What follows belongs to an exercise in optimizing a design on an open flow for small area; a production flow would make more cautious choices. The RTL of this run was laid out without a check of its function.

**flow/design.v**
```verilog
`default_nettype none
package conv_pkg;
    localparam int PIX_W    = 20;    
    localparam int FRAC_W   = 16;
    localparam int ACC_W    = 40;    
    localparam int ADDR_W   = 12;    
    localparam int NUM_TAPS = 9;     
    typedef logic signed [PIX_W-1:0] pix_t;
    function automatic logic [PIX_W-1:0] kernel_w(input logic kernel, input logic [3:0] index);
        logic [PIX_W-1:0] w;
        case ({kernel, index})
            5'h00: w = 20'h0A89E;  5'h01: w = 20'h092D5;  5'h02: w = 20'h06D43;
            5'h03: w = 20'h01004;  5'h04: w = 20'hF8F71;  5'h05: w = 20'hF6E54;
            5'h06: w = 20'hFA6D7;  5'h07: w = 20'hFC834;  5'h08: w = 20'hFAC19;
            5'h10: w = 20'hFDB55;  5'h11: w = 20'h02992;  5'h12: w = 20'hFC994;
            5'h13: w = 20'h050FD;  5'h14: w = 20'h02F20;  5'h15: w = 20'h0202D;
            5'h16: w = 20'h03BD7;  5'h17: w = 20'hFD369;  5'h18: w = 20'h05E68;
            default: w = '0;
        endcase
        kernel_w = w;
    endfunction
    function automatic logic [PIX_W-1:0] kernel_bias(input logic kernel);
        kernel_bias = kernel ? 20'hF7295 : 20'h01310;
    endfunction
    localparam logic [2:0] SEL_NONE  = 3'd0;
    localparam logic [2:0] SEL_L0_K0 = 3'd1;    
    localparam logic [2:0] SEL_L0_K1 = 3'd2;
    localparam logic [2:0] SEL_L1_K0 = 3'd3;    
    localparam logic [2:0] SEL_L1_K1 = 3'd4;
    typedef struct packed {
        pix_t       pixel;    
        logic [3:0] index;    
        logic       valid;
        logic       first;    
        logic       last;     
    } tap_t;
    typedef struct packed {
        pix_t              data;
        logic [ADDR_W-1:0] waddr;
        logic              kernel;
        logic              valid;
    } pool_t;
endpackage
`default_nettype wire
`default_nettype none
module conv_mac
#(
    parameter int          ACCW = 25,
    parameter logic [19:0] BC   = '0      
) (
    input  wire        clk,
    input  wire [19:0] x,
    input  wire        en,       
    input  wire        neg,      
    input  wire        bias,     
    input  wire        clr,      
    input  wire        sh,       
    output logic [19:0] res
);
    logic [ACCW-1:0] acc;
    logic [19:0]     xo;
    logic [ACCW-1:0] a, b, s;
    logic [ACCW:0]   c;
    assign xo = (x & {20{en}}) | (BC & {20{bias}});
    always_comb begin
        for (int i = 0; i < ACCW; i++) begin
            a[i] = acc[i] & ~clr;
            b[i] = ((i < 20) ? xo[i] : xo[19]) ^ neg;
        end
        c[0] = neg;
        for (int i = 0; i < ACCW; i++) begin
            s[i]   = a[i] ^ b[i] ^ c[i];
            c[i+1] = (a[i] & b[i]) | (c[i] & (a[i] ^ b[i]));
        end
    end
    always_ff @(posedge clk) begin
        acc <= sh ? {s[ACCW-1], s[ACCW-1:1]} : s;
    end
    assign res = acc[19:0];
endmodule
`default_nettype wire
`default_nettype none
module conv_rom (
    input  wire [6:0] c,
    output logic [18:0] o
);
  logic new_n27, new_n28, new_n29, new_n30, new_n31, new_n32, new_n33,
    new_n34, new_n35, new_n36, new_n37, new_n38, new_n39, new_n40, new_n41,
    new_n42, new_n43, new_n44, new_n45, new_n46, new_n47, new_n48, new_n49,
    new_n50, new_n51, new_n52, new_n53, new_n54, new_n55, new_n56, new_n57,
    new_n58, new_n59, new_n60, new_n61, new_n62, new_n63, new_n64, new_n65,
    new_n66, new_n67, new_n68, new_n69, new_n70, new_n71, new_n72, new_n73,
    new_n74, new_n75, new_n76, new_n77, new_n78, new_n80, new_n81, new_n82,
    new_n83, new_n84, new_n85, new_n86, new_n87, new_n88, new_n90, new_n91,
    new_n92, new_n93, new_n94, new_n95, new_n96, new_n98, new_n99,
    new_n100, new_n101, new_n102, new_n103, new_n104, new_n105, new_n106,
    new_n107, new_n108, new_n109, new_n110, new_n111, new_n112, new_n113,
    new_n114, new_n115, new_n116, new_n117, new_n118, new_n119, new_n120,
    new_n121, new_n123, new_n124, new_n125, new_n126, new_n127, new_n128,
    new_n129, new_n130, new_n131, new_n132, new_n133, new_n134, new_n135,
    new_n136, new_n138, new_n139, new_n140, new_n141, new_n142, new_n143,
    new_n144, new_n145, new_n146, new_n147, new_n148, new_n149, new_n150,
    new_n151, new_n152, new_n154, new_n155, new_n156, new_n157, new_n158,
    new_n160, new_n161, new_n162, new_n163, new_n164, new_n165, new_n166,
    new_n167, new_n168, new_n169, new_n170, new_n171, new_n172, new_n173,
    new_n174, new_n175, new_n176, new_n177, new_n178, new_n180, new_n181,
    new_n182, new_n183, new_n184, new_n185, new_n186, new_n187, new_n188,
    new_n189, new_n190, new_n191, new_n193, new_n194, new_n195, new_n196,
    new_n197, new_n198, new_n199, new_n201, new_n202, new_n203, new_n205,
    new_n206, new_n207, new_n208, new_n209, new_n210, new_n213, new_n215,
    new_n217;
  assign new_n27 = c[4] & c[3];
  assign new_n28 = c[5] & ~c[1];
  assign new_n29 = c[2] & ~c[0];
  assign new_n30 = new_n28 & new_n29;
  assign new_n31 = ~c[2] & ~c[0];
  assign new_n32 = c[2] & c[0];
  assign new_n33 = ~new_n31 & ~new_n32;
  assign new_n34 = ~c[4] & ~c[3];
  assign new_n35 = c[5] & c[4];
  assign new_n36 = ~c[1] & ~new_n35;
  assign new_n37 = ~new_n34 & new_n36;
  assign new_n38 = ~new_n33 & new_n37;
  assign new_n39 = ~new_n30 & ~new_n38;
  assign new_n40 = ~new_n27 & ~new_n39;
  assign new_n41 = c[3] & ~c[2];
  assign new_n42 = c[5] & c[1];
  assign new_n43 = ~new_n31 & new_n42;
  assign new_n44 = new_n41 & ~new_n43;
  assign new_n45 = ~new_n40 & new_n44;
  assign new_n46 = c[1] & new_n35;
  assign new_n47 = ~c[3] & ~c[0];
  assign new_n48 = c[3] & c[0];
  assign new_n49 = ~new_n47 & ~new_n48;
  assign new_n50 = ~new_n31 & new_n49;
  assign new_n51 = new_n46 & new_n50;
  assign new_n52 = ~c[5] & c[1];
  assign new_n53 = ~c[4] & new_n52;
  assign new_n54 = ~c[5] & ~c[4];
  assign new_n55 = ~c[1] & c[0];
  assign new_n56 = ~new_n54 & new_n55;
  assign new_n57 = c[3] & c[2];
  assign new_n58 = ~new_n56 & new_n57;
  assign new_n59 = ~new_n53 & new_n58;
  assign new_n60 = ~new_n51 & new_n59;
  assign new_n61 = ~c[3] & new_n54;
  assign new_n62 = c[6] & new_n61;
  assign new_n63 = ~c[2] & new_n62;
  assign new_n64 = ~c[4] & ~c[2];
  assign new_n65 = c[5] & new_n64;
  assign new_n66 = new_n49 & new_n65;
  assign new_n67 = ~new_n63 & ~new_n66;
  assign new_n68 = ~c[5] & new_n32;
  assign new_n69 = new_n27 & new_n68;
  assign new_n70 = c[3] & new_n42;
  assign new_n71 = ~c[4] & c[0];
  assign new_n72 = ~new_n52 & new_n71;
  assign new_n73 = ~new_n70 & new_n72;
  assign new_n74 = ~new_n69 & ~new_n73;
  assign new_n75 = new_n67 & ~new_n74;
  assign new_n76 = new_n31 & ~new_n52;
  assign new_n77 = new_n34 & ~new_n76;
  assign new_n78 = ~new_n62 & ~new_n77;
  assign o[1] = new_n61 & new_n78;
  assign new_n80 = ~new_n35 & ~new_n54;
  assign new_n81 = c[2] & ~c[1];
  assign new_n82 = ~new_n31 & ~new_n81;
  assign new_n83 = new_n80 & new_n82;
  assign new_n84 = ~new_n46 & ~new_n83;
  assign new_n85 = ~c[3] & new_n84;
  assign new_n86 = ~o[1] & new_n85;
  assign new_n87 = ~new_n75 & new_n86;
  assign new_n88 = ~new_n60 & ~new_n87;
  assign o[14] = ~new_n45 & new_n88;
  assign new_n90 = c[1] & new_n67;
  assign new_n91 = ~c[1] & ~new_n62;
  assign new_n92 = c[4] & c[2];
  assign new_n93 = ~new_n64 & ~new_n92;
  assign new_n94 = new_n47 & ~new_n93;
  assign new_n95 = new_n35 & new_n48;
  assign new_n96 = ~c[2] & ~c[1];
  assign o[11] = new_n95 & new_n96;
  assign new_n98 = ~new_n94 & ~o[11];
  assign new_n99 = new_n91 & new_n98;
  assign new_n100 = ~new_n90 & ~new_n99;
  assign new_n101 = c[1] & ~new_n34;
  assign new_n102 = ~new_n65 & new_n71;
  assign new_n103 = new_n101 & new_n102;
  assign new_n104 = c[4] & new_n81;
  assign new_n105 = ~new_n27 & new_n68;
  assign new_n106 = ~new_n104 & new_n105;
  assign new_n107 = ~new_n30 & ~new_n106;
  assign new_n108 = ~new_n103 & new_n107;
  assign new_n109 = ~new_n100 & new_n108;
  assign new_n110 = ~c[4] & new_n109;
  assign new_n111 = ~c[5] & ~c[1];
  assign new_n112 = ~new_n41 & new_n111;
  assign new_n113 = ~new_n110 & new_n112;
  assign new_n114 = ~new_n63 & ~new_n95;
  assign new_n115 = c[3] & new_n52;
  assign new_n116 = ~c[3] & new_n28;
  assign new_n117 = c[2] & new_n116;
  assign new_n118 = ~new_n115 & ~new_n117;
  assign new_n119 = ~c[4] & ~new_n118;
  assign new_n120 = new_n114 & ~new_n119;
  assign new_n121 = ~new_n113 & new_n120;
  assign o[13] = o[14] | new_n121;
  assign new_n123 = ~c[3] & new_n35;
  assign new_n124 = ~c[2] & c[1];
  assign new_n125 = ~new_n123 & new_n124;
  assign new_n126 = ~new_n28 & ~new_n125;
  assign new_n127 = c[1] & ~c[0];
  assign new_n128 = new_n57 & ~new_n127;
  assign new_n129 = new_n126 & ~new_n128;
  assign new_n130 = c[5] & new_n37;
  assign new_n131 = ~c[0] & ~new_n130;
  assign new_n132 = ~new_n129 & new_n131;
  assign new_n133 = ~o[13] & new_n132;
  assign new_n134 = new_n104 & ~o[13];
  assign new_n135 = ~new_n75 & ~new_n132;
  assign new_n136 = ~new_n134 & new_n135;
  assign o[18] = ~new_n133 & ~new_n136;
  assign new_n138 = new_n32 & new_n123;
  assign new_n139 = new_n43 & ~new_n93;
  assign new_n140 = ~new_n29 & ~new_n57;
  assign new_n141 = new_n53 & ~new_n140;
  assign new_n142 = ~new_n139 & ~new_n141;
  assign new_n143 = ~new_n138 & new_n142;
  assign new_n144 = new_n50 & new_n101;
  assign new_n145 = ~new_n63 & ~new_n144;
  assign new_n146 = new_n143 & new_n145;
  assign new_n147 = new_n27 & new_n33;
  assign new_n148 = new_n47 & ~new_n92;
  assign new_n149 = ~new_n147 & ~new_n148;
  assign new_n150 = new_n111 & ~new_n149;
  assign new_n151 = ~c[0] & new_n130;
  assign new_n152 = ~new_n150 & ~new_n151;
  assign o[17] = ~new_n146 | ~new_n152;
  assign new_n154 = new_n27 & new_n52;
  assign new_n155 = new_n31 & new_n154;
  assign new_n156 = new_n109 & ~new_n155;
  assign new_n157 = ~new_n70 & ~new_n116;
  assign new_n158 = new_n92 & ~new_n157;
  assign o[16] = ~new_n156 | new_n158;
  assign new_n160 = ~new_n27 & new_n28;
  assign new_n161 = c[4] & ~new_n31;
  assign new_n162 = new_n52 & new_n161;
  assign new_n163 = ~new_n160 & ~new_n162;
  assign new_n164 = new_n49 & ~new_n163;
  assign new_n165 = ~c[1] & new_n69;
  assign new_n166 = new_n29 & new_n123;
  assign new_n167 = new_n32 & new_n53;
  assign new_n168 = ~new_n166 & ~new_n167;
  assign new_n169 = ~new_n165 & new_n168;
  assign new_n170 = ~new_n164 & new_n169;
  assign new_n171 = ~new_n64 & new_n170;
  assign new_n172 = ~new_n48 & new_n64;
  assign new_n173 = ~new_n171 & ~new_n172;
  assign new_n174 = ~c[1] & new_n31;
  assign new_n175 = ~new_n52 & ~new_n174;
  assign new_n176 = ~c[3] & ~new_n175;
  assign new_n177 = new_n157 & ~new_n176;
  assign new_n178 = ~new_n173 & new_n177;
  assign o[15] = new_n156 & new_n178;
  assign new_n180 = ~c[4] & ~new_n48;
  assign new_n181 = new_n81 & new_n180;
  assign new_n182 = o[13] & new_n181;
  assign new_n183 = ~new_n35 & new_n47;
  assign new_n184 = ~new_n112 & ~new_n183;
  assign new_n185 = ~new_n84 & ~new_n184;
  assign new_n186 = new_n55 & new_n65;
  assign new_n187 = ~new_n33 & new_n154;
  assign new_n188 = ~new_n138 & ~new_n187;
  assign new_n189 = ~new_n186 & new_n188;
  assign new_n190 = ~new_n51 & new_n189;
  assign new_n191 = ~new_n185 & new_n190;
  assign o[12] = new_n182 | ~new_n191;
  assign new_n193 = ~c[2] & new_n53;
  assign new_n194 = ~new_n174 & ~new_n193;
  assign new_n195 = new_n35 & new_n128;
  assign new_n196 = ~new_n42 & ~new_n111;
  assign new_n197 = ~new_n124 & new_n196;
  assign new_n198 = ~new_n32 & ~new_n197;
  assign new_n199 = ~new_n78 & new_n198;
  assign o[9] = ~new_n195 & ~new_n199;
  assign new_n201 = ~new_n194 & o[9];
  assign new_n202 = ~new_n43 & new_n65;
  assign new_n203 = new_n170 & ~new_n202;
  assign o[10] = new_n201 | ~new_n203;
  assign new_n205 = new_n147 & ~new_n196;
  assign new_n206 = new_n96 & new_n123;
  assign new_n207 = ~new_n93 & new_n115;
  assign new_n208 = ~new_n206 & ~new_n207;
  assign new_n209 = c[0] & ~new_n208;
  assign new_n210 = ~new_n205 & ~new_n209;
  assign o[8] = new_n40 | ~new_n210;
  assign o[7] = new_n27 & new_n30;
  assign new_n213 = c[1] & ~new_n33;
  assign o[6] = ~new_n114 & new_n213;
  assign new_n215 = ~new_n55 & ~new_n127;
  assign o[5] = new_n63 & new_n215;
  assign new_n217 = ~c[1] & new_n62;
  assign o[4] = new_n33 & new_n217;
  assign o[3] = new_n114 | ~new_n126;
  assign o[0] = new_n29 & new_n217;
  assign o[2] = ~o[6];
endmodule
`default_nettype wire
`default_nettype none
module conv_top
#(
    parameter int IMG_BITS = 6    
) (
    input  wire               clk,
    input  wire               rst,
    input  wire               ready,
    input  wire [19:0]        idata,
    input  wire [19:0]        cdata_rd,
    output logic              busy,
    output logic              cwr,
    output logic              crd,
    output logic [11:0]       iaddr,
    output logic [11:0]       caddr_wr,
    output logic [11:0]       caddr_rd,
    output logic [19:0]       cdata_wr,
    output logic [2:0]        csel
);
    localparam int ACCW = 24;
    logic [7-1:0]     cyc;        
    logic [11:0]     pix;        
    logic            flag;       
    logic rm, rp, cm, cp, ng0, nz0, sh0, bs0, ng1, nz1, sh1, bs1, wr, rd, pw, kb, pb, clr, lc;
    logic [19-1:0] rom_o, ctl;
    logic [7-1:0] cyc_nx;
    conv_rom u_rom (.c (cyc_nx), .o (rom_o));
    assign {rm, rp, cm, cp, ng0, nz0, sh0, bs0, ng1, nz1, sh1, bs1, wr, rd, pw, kb, pb, clr, lc} = ctl;
    logic [12:0]     pc;         
    logic [11:0]     pix_inc;
    logic [7:0]   cc;         
    logic [7-1:0] cyc_inc;
    always_comb begin
        pc[0] = lc;
        for (int i = 0; i < 12; i++) begin
            pix_inc[i] = pix[i] ^ pc[i];
            pc[i+1]    = pix[i] & pc[i];
        end
        cc[0] = 1'b1;
        for (int i = 0; i < 7; i++) begin
            cyc_inc[i] = cyc[i] ^ cc[i];
            cc[i+1]    = cyc[i] & cc[i];
        end
    end
    always_ff @(posedge clk or posedge rst) begin
        if (rst)
            busy <= 1'b0;
        else if (busy)
            busy <= !(lc && pc[12]);
        else
            busy <= ready;
    end
    assign cyc_nx = (busy && !lc) ? cyc_inc : '0;
    always_ff @(posedge clk) begin
        cyc <= cyc_nx;
        ctl <= rom_o;
        pix <= busy ? pix_inc : 12'd0;
    end
    logic [5:0] row, col, nrow, ncol;
    logic [6:0] rt, ct;
    logic       pad;
    assign row = {pix[11:7], pix[1]};
    assign col = {pix[6:2],  pix[0]};
    always_comb begin
        rt[0] = rm | rp;
        ct[0] = cm | cp;
        for (int i = 0; i < 6; i++) begin
            nrow[i]  = row[i] ^ rt[i];
            ncol[i]  = col[i] ^ ct[i];
            rt[i+1]  = rt[i] & (row[i] ^ rm);
            ct[i+1]  = ct[i] & (col[i] ^ cm);
        end
    end
    assign pad   = rt[6] | ct[6];    
    assign iaddr = {nrow, ncol};
    logic        en0, en1;
    logic [19:0] res0, res1;
    assign en0 = nz0 & ~pad;
    assign en1 = nz1 & ~pad;
    conv_mac #(.ACCW(ACCW), .BC(20'h02621)) u_mac0 (
        .clk (clk), .x (idata), .en (en0), .neg (ng0), .bias (bs0),
        .clr (clr), .sh (sh0), .res (res0)
    );
    conv_mac #(.ACCW(ACCW), .BC(20'hEE52B)) u_mac1 (
        .clk (clk), .x (idata), .en (en1), .neg (ng1), .bias (bs1),
        .clr (clr), .sh (sh1), .res (res1)
    );
    logic [19:0] res;
    logic [18:0] val;
    logic [19:0] gc;             
    assign res = kb ? res1 : res0;
    assign val = res[19] ? 19'd0 : res[18:0];        
    always_comb begin
        gc[0] = 1'b0;
        for (int i = 0; i < 19; i++)
            gc[i+1] = (val[i] & ~cdata_rd[i]) | (gc[i] & (val[i] | ~cdata_rd[i]));
    end
    always_ff @(posedge clk) begin
        if (rd)
            flag <= gc[19] || (pix[1:0] == 2'd0);    
    end
    assign cwr      = busy && (wr || (pw && flag));
    assign crd      = busy && rd;
    assign csel     = {pb & kb, pb ^ kb, ~kb};
    assign caddr_rd = {2'b00, pix[11:7], pix[6:2]};
    assign caddr_wr = pb ? caddr_rd : {pix[11:7], pix[1], pix[6:2], pix[0]};
    assign cdata_wr = {1'b0, val};
endmodule
`default_nettype wire
```
**flow/flow/run.sh**
```bash
#!/bin/bash
set -euo pipefail
rm -rf scripts_area
cp -r "$FLOW_HOME/scripts" scripts_area
cp flow/abc_area.script scripts_area/abc_area.script
export BUFFER_PORTS_ARGS="-buffer_cell sky130_fd_sc_hd__buf_1"
bash standard.sh ABC_AREA=1 SCRIPTS_DIR="$PWD/scripts_area" > standard.log 2>&1
```
**flow/flow/abc_area.script**
```
strash
dch -f
map -a
topo
```
**flow/standard.sh**
```bash
#!/bin/bash
# synth_recipe.tcl (not shown) runs the flow's synth.tcl, then flattens the netlist and writes it again
# the make line also repeats each setting of config.mk as NAME=value (left out here)
make -C /OpenROAD-flow-scripts/flow DESIGN_CONFIG=/design/flow/config.mk WORK_HOME=/design/flow/orfs CLKGATE_MAP_FILE= SYNTH_SCRIPT=/design/flow/synth_recipe.tcl "${@:-finish}"
```
**flow/config.mk**
```make
export PLATFORM = sky130hd
export DESIGN_NAME = conv_top
export DESIGN_NICKNAME = conv_top
export VERILOG_FILES = /design/flow/design.v
export SDC_FILE = /design/flow/constraint.sdc
export NUM_CORES = 4
export LEC_CHECK = 0
export ABC_AREA = 1
export CAP_MARGIN = 20
export CORE_MARGIN = 2
export CORE_UTILIZATION = 55
export CTS_CLUSTER_DIAMETER = 50
export CTS_CLUSTER_SIZE = 10
export SLEW_MARGIN = 20
```
**flow/constraint.sdc**
```tcl
create_clock -name core_clock -period 12.5 [get_ports {clk}]
set_input_delay 2.5000 -clock core_clock [delete_from_list [all_inputs] [get_ports {clk}]]
set_output_delay 2.5000 -clock core_clock [all_outputs]
set_load 0.01 [all_outputs]
```
==> summary.md <==
| Metric | Value |
|---|---|
| Final hold viol count | 0 |
| Register-to-Register Path Depth | 38 |
| Number of synthesis warnings | 3 |
| Drt wl/cell | around 17 um |
| Initial core utilization | a little under three fifths |
| Largest net degree at the start of global routing | 28 |
| Main combinational cell family by area after synthesis | adder cells |
| DR iter-0 viols | 410 |
| P&R area growth vs syn | 13.3% |
| Synth area leaders | dfxtp_1, fa_1, nand2_1 |
| Startpoint type of the worst setup path | input port |
| CP dominant cell by count | fa_1 |
| GR Util met2 | a little over half |
| GRT Overall Usage | 30.4% |
| Final setup viols | 0 |
| Compound-gate portion of the synthesized area | ~13% |
| Layout cells sized above 1 | 2.99% |
| Sinks on Clock Net | 88 |
| Die width | around 110 um |
| Library cells used by synthesis | 35 |
| Hold WC Path Type | flip-flop to flip-flop |
| Max Slew Vio Count | 0 |
| Vias in the first global route | 6064 |
| Commonest non-fill, non-tap cells in the layout | nand2_1, clkinv_1, buf_1 |
| Post-layout nets | between 1000 and 1500 |
| Die height | ~110 um |
| Syn Std Cell Area | between 6000 and 7000 um2 |
| RSZ-0062 raised after global routing | false |
| Commonest non-fill, non-tap cell in the layout | nand2_1 |
| Max-cap violation count | 0 |
| Crit path to | u_mac0.acc[22] |
| Grt total ovfl | 0 |
| GRT met1 Usage | 34.7% |
| Prevailing post-synth register cell | dfxtp_1 |
| Core area | 11000 um2 |
| CTS tree | yes |
| Crit Path Category | input port to flip-flop |
| Mux contribution to synthesized area | less than 1% |
| Sequential area share after synthesis | about 28% |
| Worst setup startpoint | idata[0] |
| CTS clock-pin slew for the worst setup and hold paths | around 0.060 ns |
| FF-to-FF End | u_mac1.acc[22] |
| H-tree Lvls | 3 |
| CP Capture Type | flip-flop |
| Worst hold slack | roughly 0.50 ns |
| R2R setup slack | 0.63 ns |
| Ant. Diodes | 0 |
| CP required | ~13 ns |
| FMAX | between 80 and 90 MHz |
| Final wirelength | 17.9 mm |
| Setup TNS after final layout | 0 ns |
| DRT Pass-1 Iters | 6 |
| Crit Reg-Reg Startpoint | ctl[16] |
| Max-slew headroom | 38.2% |
| Vias per cell | roughly 5.5 |
| CP arrival | about 12 ns |
| Total CTS buffers | 9 |
| Fill cell count | 955 |
| Routed via count | around 6000 |
| CTS root buf | clkbuf_16 |
| Number of top-level pins | about 110 |
| Syn avg cell area | between 7 and 8 um2 |
| Busiest grt layer | met2 |
| Global placer's final weighted congestion | around 1.0 |
| Post-Synth XOR/XNOR Area | roughly 7.7% |
| Min Tclk post-route | roughly 12 ns |
| Run status | complete, no violations |
| Clk Latency, worst-skew pair | between 0.3 and 0.4 ns |
| DP HPWL | 13.9 mm |
| Slowest CP cell | fa_1 |
| Post-Synth Adder-Cell Area | 23.1% |
| DRC Markers | 0 |
| Leading area contributor after synthesis | dfxtp_1 |
| Fin area | ~7000 um2 |
| Worst-Margin Slew | approximately 0.93 ns |
| Top-area cell type share of the netlist area | 27.5% |
| First-pass GRT wire length | about 30 mm |
| Mapped Cells | 824 |
| Final worst-path cycle share | between 90% and 100% |
| Row count | 38 |
| Clk buf depth | 2 |
| Critical Path Max Stage Delay | about 0.42 ns |
| Antenna Nets Post-Route | 0 |
| CP Max Fanout | 3 |
| Final core occ | ~65% |
| Max Clock Skew | between 0.006 and 0.007 ns |
| Synth async-reset ratio | under 10% |
| Area of the die | approximately 12000 um2 |
| Worst Min Path Start | ctl[0] |
| Flop and latch count out of synthesis | 88 |
| Initial antenna violation count | 0 |
| I/O Buffers | 100 |
| Count of flip-flops with a built-in enable after synthesis | 1 |
| Placed Area | between 6000 and 7000 um2 |
| Simple-gate share of the synthesized area | between 10% and 20% |
| Met3 Use GR | under 10% |
-- registers in the layout, summed over array words and instances (netlist names) --
register    flops
u_mac1.acc     24
u_mac0.acc     24
cyc             7
flag            1
busy            1
ctl            19
pix            12
-- synthesized netlist by cell type (all sizes together), types with 2 or more instances --
master,n
dfxtp,86
xnor2,3
clkinv,126
nand4,3
maj3,15
mux2i,2
a31oi,5
xor2,52
nor3,7
o21ai,79
nand2,208
a22oi,2
nand3,13
buf,13
nor2,63
fa,44
a21oi,51
a311oi,2
ha,33
o211ai,2
-- cell families after synthesis --
family / after synthesis
simple gates: 298
compound gates: 149
buf+inv: 139
fa+ha+maj: 92
flops: 88
xor+xnor: 55
mux: 2
other cells: 1
-- through the flow --
step | worst slack (ns) | std cells
floorplan | 0.808 | 826
global placement | 0.403 | 1057
detailed placement | 0.133 | 1057
CTS | 0.427 | 1073
global route | 0.0633 | 1076
finish | 0.466 | 1076
-- critical path: cells and delay by family --
kind,cells,cell delay (ns)
adders and majority gates,22,8.59
AOI/OAI and AO/OA,3,0.43
buffers and inverters,3,0.28
xor gates and xnor gates,2,0.35
and+or+nand+nor,1,0.08
-- how the worst min path moves through the flow --
stage,to,slack (ns),cells past startpoint
after global placement,flag,0.46,0
after CTS,busy,0.50,1
after floorplan,busy,0.44,1
after detailed placement,flag,0.47,0
after global routing,flag,0.51,0
final,busy,0.50,1
-- cell type report --
| cell class | instances | area, um2 | area share (%) |
|---|---|---|---|
| Sequential cell | 88 | 1780 | 25.1 |
| Inverter | 126 | 477 | 6.72 |
| Clock inverter | 4 | 52.6 | 0.741 |
| Timing Repair Buffer | 107 | 428 | 6.04 |
| Tap cell | 140 | 175 | 2.47 |
| Multi-Input combinational cell | 599 | 3920 | 55.3 |
| Clock buffer | 12 | 256 | 3.62 |
-- per-layer routing --
layer / wire [um] / up-vias
li1: - / 2830
met1: 6670 / 2739
met2: 8820 / 312
met3: 1290 / 78
met4: 1100 / 0
met5: 0 / -
-- repair_timing --
item	in CTS	in global routing
setup endpoints to repair	0	4
resized for setup	0	4
endpoints found under the hold margin	0	0
setup buffers	0	3
hold buffers	0	0

[re-timing with driven ports]
In the flow no input, the clock included, has a driving cell. The finished layout below was timed again as built, in two steps. Step 1: set_driving_cell puts a clkbuf_16 on clk and a buf_2 on each other input, an assumption about the parent block. Step 2 adds t to the input delays and takes it off the output delays; t is the mean of the earliest and latest rising clock arrival at the registers after step 1. Input paths then give back, and output paths get back, about the clock's delay inside the block. Three values: ideal ports, drivers, drivers and shift; two values: the first two.
t, ns: 0.382
slack for setup (ns): 0.466 / 0.482 / 0.100
pins driven straight from the clock port: 1
After both steps this run still meets setup and hold. The setup slack of this run moves by +0.016 ns with the drivers and by -0.366 ns with both steps.
